Background: an optimization exercise with open tools, aiming at small area, a short achievable clock period and few clock cycles. Do not read the settings as production practice. In this exercise RTL edits were held to simulation tests only and were not proved equivalent to the original.

==> run a <==
Design noc_mesh_top, start of the top module:
module noc_mesh_top #(
  parameter bit BYPASS = 1'b1    
) (
  input  logic           clk,
  input  logic           rst_n_i,
  input  logic [3:0]     rx_flit_v_i,
  input  logic [127:0]   rx_flit_i,
  output logic [3:0]     rx_lcrd_v_o,
  output logic [3:0]     tx_flit_v_o,
  output logic [127:0]   tx_flit_o,
  input  logic [3:0]     tx_lcrd_v_i
);
  localparam int NN = 4;
  localparam int DW = 28;         
  localparam int EW = DW + 2;     
  logic [NN-1:0][3:0][EW-1:0] mem;
  logic [NN-1:0][2:0]         wr_ptr;
  logic [NN-1:0][2:0]         rd_ptr;
  logic [NN-1:0][EW-1:0]      in_ent;
  logic [NN-1:0][EW-1:0]      head;
  logic [NN-1:0]              head_v;
  logic [NN-1:0]              pop;
  logic [NN-1:0][1:0]         rr_ptr;
  logic [NN-1:0][2:0]         crd_cnt;
  logic [NN-1:0][DW-1:0]      tx_data;
  logic [NN-1:0]              gnt_v;
  logic [NN-1:0][1:0]         gnt;
  for (genvar s = 0; s < NN; s++) begin : gen_src
    logic empty;
    assign in_ent[s] = {rx_flit_i[32*s+28], rx_flit_i[32*s+30], rx_flit_i[32*s +: DW]};
    assign empty     = (wr_ptr[s] == rd_ptr[s]);
    if (BYPASS) begin : gen_byp
      assign head_v[s] = !empty || rx_flit_v_i[s];
      assign head[s]   = empty ? in_ent[s] : mem[s][rd_ptr[s][1:0]];
    end else begin : gen_nobyp
      assign head_v[s] = !empty;
      assign head[s]   = mem[s][rd_ptr[s][1:0]];
    end
  end
  always_ff @(posedge clk) begin
    for (int s = 0; s < NN; s++)
      if (rx_flit_v_i[s]) mem[s][wr_ptr[s][1:0]] <= in_ent[s];
  end
  always_ff @(posedge clk or negedge rst_n_i) begin
    if (!rst_n_i) begin
      wr_ptr      <= '0;
      rd_ptr      <= '0;
      rx_lcrd_v_o <= '0;
    end else begin
      for (int s = 0; s < NN; s++) begin
        if (rx_flit_v_i[s]) wr_ptr[s] <= wr_ptr[s] + 1'b1;
        if (pop[s]) rd_ptr[s] <= rd_ptr[s] + 1'b1;
  ...
==> module noc_mesh_top, before the edit <==
module noc_mesh_top #(
  parameter bit BYPASS = 1'b1    
) (
  input  logic           clk,
  input  logic           rst_n_i,
  input  logic [3:0]     rx_flit_v_i,
  input  logic [127:0]   rx_flit_i,
  output logic [3:0]     rx_lcrd_v_o,
  output logic [3:0]     tx_flit_v_o,
  output logic [127:0]   tx_flit_o,
  input  logic [3:0]     tx_lcrd_v_i
);
  localparam int NN = 4;
  localparam int DW = 28;         
  localparam int EW = DW + 2;     
  logic [NN-1:0][3:0][EW-1:0] mem;
  logic [NN-1:0][2:0]         wr_ptr;
  logic [NN-1:0][2:0]         rd_ptr;
  logic [NN-1:0][EW-1:0]      in_ent;
  logic [NN-1:0][EW-1:0]      head;
  logic [NN-1:0]              head_v;
  logic [NN-1:0]              pop;
  logic [NN-1:0][1:0]         rr_ptr;
  logic [NN-1:0][2:0]         crd_cnt;
  logic [NN-1:0][DW-1:0]      tx_data;
  logic [NN-1:0]              gnt_v;
  logic [NN-1:0][1:0]         gnt;
  for (genvar s = 0; s < NN; s++) begin : gen_src
    logic empty;
    assign in_ent[s] = {rx_flit_i[32*s+28], rx_flit_i[32*s+30], rx_flit_i[32*s +: DW]};
    assign empty     = (wr_ptr[s] == rd_ptr[s]);
    if (BYPASS) begin : gen_byp
      assign head_v[s] = !empty || rx_flit_v_i[s];
      assign head[s]   = empty ? in_ent[s] : mem[s][rd_ptr[s][1:0]];
    end else begin : gen_nobyp
      assign head_v[s] = !empty;
      assign head[s]   = mem[s][rd_ptr[s][1:0]];
    end
  end
  always_ff @(posedge clk) begin
    for (int s = 0; s < NN; s++)
      if (rx_flit_v_i[s]) mem[s][wr_ptr[s][1:0]] <= in_ent[s];
  end
  always_ff @(posedge clk or negedge rst_n_i) begin
    if (!rst_n_i) begin
      wr_ptr      <= '0;
      rd_ptr      <= '0;
      rx_lcrd_v_o <= '0;
    end else begin
      for (int s = 0; s < NN; s++) begin
        if (rx_flit_v_i[s]) wr_ptr[s] <= wr_ptr[s] + 1'b1;
        if (pop[s]) rd_ptr[s] <= rd_ptr[s] + 1'b1;
      end
      rx_lcrd_v_o <= pop;
    end
  end
  always_comb begin
    int idx;
    pop = '0;
    for (int d = 0; d < NN; d++) begin
      gnt_v[d] = 1'b0;
      gnt[d]   = '0;
      for (int k = 0; k < NN; k++) begin
        idx = (int'(rr_ptr[d]) + k) % NN;
        if (!gnt_v[d] && crd_cnt[d] != '0 && head_v[idx] && head[idx][EW-1 -: 2] == 2'(d)) begin
          gnt_v[d] = 1'b1;
          gnt[d]   = 2'(idx);
        end
      end
      if (gnt_v[d]) pop[gnt[d]] = 1'b1;
    end
  end
  always_ff @(posedge clk or negedge rst_n_i) begin
    if (!rst_n_i) begin
      rr_ptr      <= '0;
      crd_cnt     <= {NN{3'd4}};
      tx_flit_v_o <= '0;
    end else begin
      tx_flit_v_o <= gnt_v;
      for (int d = 0; d < NN; d++) begin
        if (gnt_v[d]) rr_ptr[d] <= gnt[d] + 1'b1;
        case ({gnt_v[d], tx_lcrd_v_i[d]})
          2'b10:   crd_cnt[d] <= crd_cnt[d] - 1'b1;
          2'b01:   crd_cnt[d] <= crd_cnt[d] + 1'b1;
          default: ;
        endcase
      end
    end
  end
  always_ff @(posedge clk) begin
    for (int d = 0; d < NN; d++)
      if (gnt_v[d]) tx_data[d] <= head[gnt[d]][DW-1:0];
  end
  for (genvar d = 0; d < NN; d++) begin : gen_dst
    assign tx_flit_o[32*d +: 32] = {1'b0, 1'(d % 2), 1'b0, 1'(d / 2), tx_data[d]};
  end
endmodule
clock: 7.5 ns
lec_check: 0
cap_margin: 20
core_margin: 2
core_utilization: 40
slew_margin: 20
run.sh (not shown) runs the stock make flow with config.mk's settings and CLKGATE_MAP_FILE= SYNTH_SCRIPT=/design/flow/synth_recipe.tcl, a recipe that flattens the netlist after the stock synthesis.
==> run b: changes against run a <==
==> flow/design.v (replaced) <==
`timescale 1ns/1ps
module noc_mesh_top (
  input  logic           clk,
  input  logic           rst_n_i,
  input  logic [3:0]     rx_flit_v_i,
  input  logic [127:0]   rx_flit_i,
  output logic [3:0]     rx_lcrd_v_o,
  output logic [3:0]     tx_flit_v_o,
  output logic [127:0]   tx_flit_o,
  input  logic [3:0]     tx_lcrd_v_i
);
  localparam int NN = 4;
  localparam int DW = 28;         
  localparam int EW = DW + 2;     
  logic [NN-1:0][3:0][EW-1:0] mem;
  logic [NN-1:0][3:0]         wr_ptr;     
  logic [NN-1:0][3:0]         rd_ptr;     
  logic [NN-1:0][NN-1:0]      head_dst;   
  logic [NN-1:0][EW-1:0]      in_ent;
  logic [NN-1:0][NN-1:0]      in_dst;     
  logic [NN-1:0][EW-1:0]      q_head;
  logic [NN-1:0][EW-1:0]      q_next;     
  logic [NN-1:0]              empty;
  logic [NN-1:0]              more;       
  logic [NN-1:0]              push;       
  logic [NN-1:0][NN-1:0]      last;       
  logic [NN-1:0][2:0]         crd_cnt;
  logic [NN-1:0]              crd_ok;     
  logic [NN-1:0][2:0]         crd_inc;
  logic [NN-1:0][2:0]         crd_dec;
  logic [NN-1:0][DW-1:0]      tx_data;
  logic [NN-1:0][NN-1:0]      q_req;      
  logic [NN-1:0][NN-1:0]      q_gnt;
  logic [NN-1:0]              q_any;
  logic [NN-1:0][NN-1:0]      b_req;      
  logic [NN-1:0][NN-1:0]      b_gnt;
  logic [NN-1:0]              b_any;
  logic [NN-1:0]              q_pop;
  logic [NN-1:0]              b_pop;
  logic [NN-1:0]              send;
  function automatic logic [NN-1:0] dst_onehot(input logic [1:0] n);
    dst_onehot = NN'(1) << n;
  endfunction
  for (genvar s = 0; s < NN; s++) begin : gen_src
    assign in_ent[s] = {rx_flit_i[32*s+28], rx_flit_i[32*s+30], rx_flit_i[32*s +: DW]};
    assign in_dst[s] = rx_flit_v_i[s] ? dst_onehot(in_ent[s][EW-1 -: 2]) : '0;
    assign empty[s]  = (head_dst[s] == '0);
    assign more[s]   = !empty[s] && !(|(wr_ptr[s] & {rd_ptr[s][2:0], rd_ptr[s][3]}));
    always_comb begin
      q_head[s] = '0;
      q_next[s] = '0;
      for (int i = 0; i < 4; i++) begin
        if (rd_ptr[s][i]) q_head[s] |= mem[s][i];
        if (rd_ptr[s][i]) q_next[s] |= mem[s][(i + 1) % 4];
      end
    end
    assign push[s]   = rx_flit_v_i[s] && !b_pop[s];
  end
  always_ff @(posedge clk) begin
    for (int s = 0; s < NN; s++)
      for (int i = 0; i < 4; i++)
        if (rx_flit_v_i[s] && wr_ptr[s][i]) mem[s][i] <= in_ent[s];
  end
  always_ff @(posedge clk or negedge rst_n_i) begin
    if (!rst_n_i) begin
      wr_ptr      <= {NN{4'b0001}};
      rd_ptr      <= {NN{4'b0001}};
      head_dst    <= '0;
      rx_lcrd_v_o <= '0;
    end else begin
      for (int s = 0; s < NN; s++) begin
        if (push[s]) wr_ptr[s] <= {wr_ptr[s][2:0], wr_ptr[s][3]};
        if (q_pop[s]) rd_ptr[s] <= {rd_ptr[s][2:0], rd_ptr[s][3]};
        if (q_pop[s]) begin
          if (more[s])          head_dst[s] <= dst_onehot(q_next[s][EW-1 -: 2]);
          else if (push[s])     head_dst[s] <= in_dst[s];
          else                  head_dst[s] <= '0;
        end else if (empty[s] && push[s]) begin
          head_dst[s] <= in_dst[s];
        end
      end
      rx_lcrd_v_o <= q_pop | b_pop;
    end
  end
  always_comb begin
    logic [NN-1:0] ahead;
    for (int d = 0; d < NN; d++) begin
      for (int s = 0; s < NN; s++)
        q_req[d][s] = crd_ok[d] && head_dst[s][d];
      q_any[d] = |q_req[d];
      for (int s = 0; s < NN; s++)
        b_req[d][s] = crd_ok[d] && !q_any[d] && empty[s] && in_dst[s][d];
      b_any[d] = |b_req[d];
      send[d]  = q_any[d] || b_any[d];
      for (int s = 0; s < NN; s++) begin
        ahead = '0;
        for (int t = 0; t < NN; t++) begin
          if (t != s) begin
            for (int w = 0; w < NN; w++) begin
              if (((t - w - 1 + 2*NN) % NN) < ((s - w - 1 + 2*NN) % NN)) ahead[t] |= last[d][w];
            end
          end
        end
        q_gnt[d][s] = q_req[d][s] && !(|(q_req[d] & ahead));
      end
      for (int s = 0; s < NN; s++) begin
        b_gnt[d][s] = b_req[d][s];
        for (int t = 0; t < s; t++) if (b_req[d][t]) b_gnt[d][s] = 1'b0;
      end
    end
    for (int s = 0; s < NN; s++) begin
      q_pop[s] = 1'b0;
      b_pop[s] = 1'b0;
      for (int d = 0; d < NN; d++) begin
        q_pop[s] |= q_gnt[d][s];
        b_pop[s] |= b_gnt[d][s];
      end
    end
  end
  always_ff @(posedge clk or negedge rst_n_i) begin
    if (!rst_n_i) begin
      last        <= {NN{4'b1000}};
      crd_cnt     <= {NN{3'd4}};
      crd_ok      <= '1;
      tx_flit_v_o <= '0;
    end else begin
      tx_flit_v_o <= send;
      for (int d = 0; d < NN; d++) begin
        if (q_any[d]) last[d] <= q_gnt[d];
        case ({send[d], tx_lcrd_v_i[d]})
          2'b10: begin
            crd_cnt[d] <= crd_dec[d];
            crd_ok[d]  <= (crd_cnt[d] != 3'd1);
          end
          2'b01: begin
            crd_cnt[d] <= crd_inc[d];
            crd_ok[d]  <= 1'b1;
          end
          default: ;
        endcase
      end
    end
  end
  always_ff @(posedge clk) begin
    logic [DW-1:0] w;
    for (int d = 0; d < NN; d++) begin
      w = '0;
      for (int s = 0; s < NN; s++)
        if (q_gnt[d][s] || b_gnt[d][s]) w |= empty[s] ? in_ent[s][DW-1:0] : q_head[s][DW-1:0];
      tx_data[d] <= w;
    end
  end
  for (genvar d = 0; d < NN; d++) begin : gen_dst
    assign crd_inc[d] = crd_cnt[d] + 3'd1;
    assign crd_dec[d] = crd_cnt[d] - 3'd1;
    assign tx_flit_o[32*d +: 32] = {1'b0, 1'(d % 2), 1'b0, 1'(d / 2), tx_data[d]};
  end
endmodule
==> flow/flow/run.sh (new file) <==
#!/bin/bash
# The standard layout (the standard.sh, standard synthesis unchanged) with two
# resizer settings changed:
#  - port buffers are sky130_fd_sc_hd__buf_1 instead of the delay-buffer cell that
#    buffer_ports picks by default (the repair steps size them up where timing needs it);
#  - MATCH_CELL_FOOTPRINT=0, so timing repair may resize a cell to any footprint.
set -euo pipefail
export BUFFER_PORTS_ARGS="-buffer_cell sky130_fd_sc_hd__buf_1"
bash standard.sh MATCH_CELL_FOOTPRINT=0 finish > standard_flow.log 2>&1
==> flow/standard.sh (new file) <==
#!/bin/bash
# synth_recipe.tcl (not shown) runs the flow's synth.tcl, then flattens the netlist and writes it again
# the make line also repeats each setting of config.mk as NAME=value (left out here)
make -C /OpenROAD-flow-scripts/flow DESIGN_CONFIG=/design/flow/config.mk WORK_HOME=/design/flow/orfs CLKGATE_MAP_FILE= SYNTH_SCRIPT=/design/flow/synth_recipe.tcl "${@:-finish}"
CORE_UTILIZATION = 50   (was 40)
CTS_CLUSTER_DIAMETER = 300   (was not set)
CTS_CLUSTER_SIZE = 24   (was not set)
SETUP_SLACK_MARGIN = 4.8   (was not set)
removed: flow/run.sh
==> comparison table <==
Status: run b finished clean; run a finished clean
Number of core rows: run b 86; run a 113
Class of the most critical setup path: run b flop to flop; run a input pin to flop
GRT Overall Usage: run b 30.32%; run a 36.62%
Routed wire length on met2: run b 40350 um; run a 76060 um
Share of synthesized area spent on multiplexers: run b 1.478%; run a 24.99%
Dominant kind of cell: run b registers; run a multi-input gates
Hold wc startpoint: run b last[11]$_DFFE_PN1P_; run a mem[433]$_DFF_P_
Finished layout cell area: run b 31580 um^2; run a 44480 um^2
Fin util: run b 57.54%; run a 46.88%
Synthesized-area fraction occupied by xor and xnor cells: run b 0.3809%; run a 1.055%
Worst-margin pin slew: run b 1.070 ns; run a 1.247 ns
Met1 wire length: run b 36150 um; run a 68500 um
Seq/total area: run b 59.87%; run a 32.17%
Clk pin slew, worst setup/hold paths: run b 0.10 ns; run a 0.07 ns
Final layout net count: run b 2468; run a 4051
Most instantiated library cell after synthesis: run b sky130_fd_sc_hd__edfxtp_1; run a sky130_fd_sc_hd__dfxtp_1
Testbench counts of run a, summed over its fixed seeds: cycles 1,279.
Testbench counts of run b, summed over its fixed seeds: cycles 1,274.

[what the ideal ports hide]
Ports are ideal in the flow. The routed layouts listed here were re-timed in OpenROAD.
Step 1 sets driving cells, clkbuf_16 on the clock port and buf_2 on the other inputs (assumed; they add their load-dependent delay and slew).
Step 2, shift: input delay + t, output delay - t, t = (earliest + latest rising clock arrival at the registers) / 2. This alone moves slack from input paths to output paths.
a / b / c = no drivers / after step 1 / after step 2; a / b = the first two.
run | t (ns) | setup WS [ns] | worst data-port slew with drivers (ns)
run a | 0.728 | 1.922 / 1.966 / 1.237 | 0.08
run b | 0.640 | 4.755 / 4.739 / 4.099 | 0.14
After both steps every run listed still meets setup and hold. For run a, which loses most, drivers alone change the setup slack by +0.044 ns; drivers and shift together by -0.685 ns.
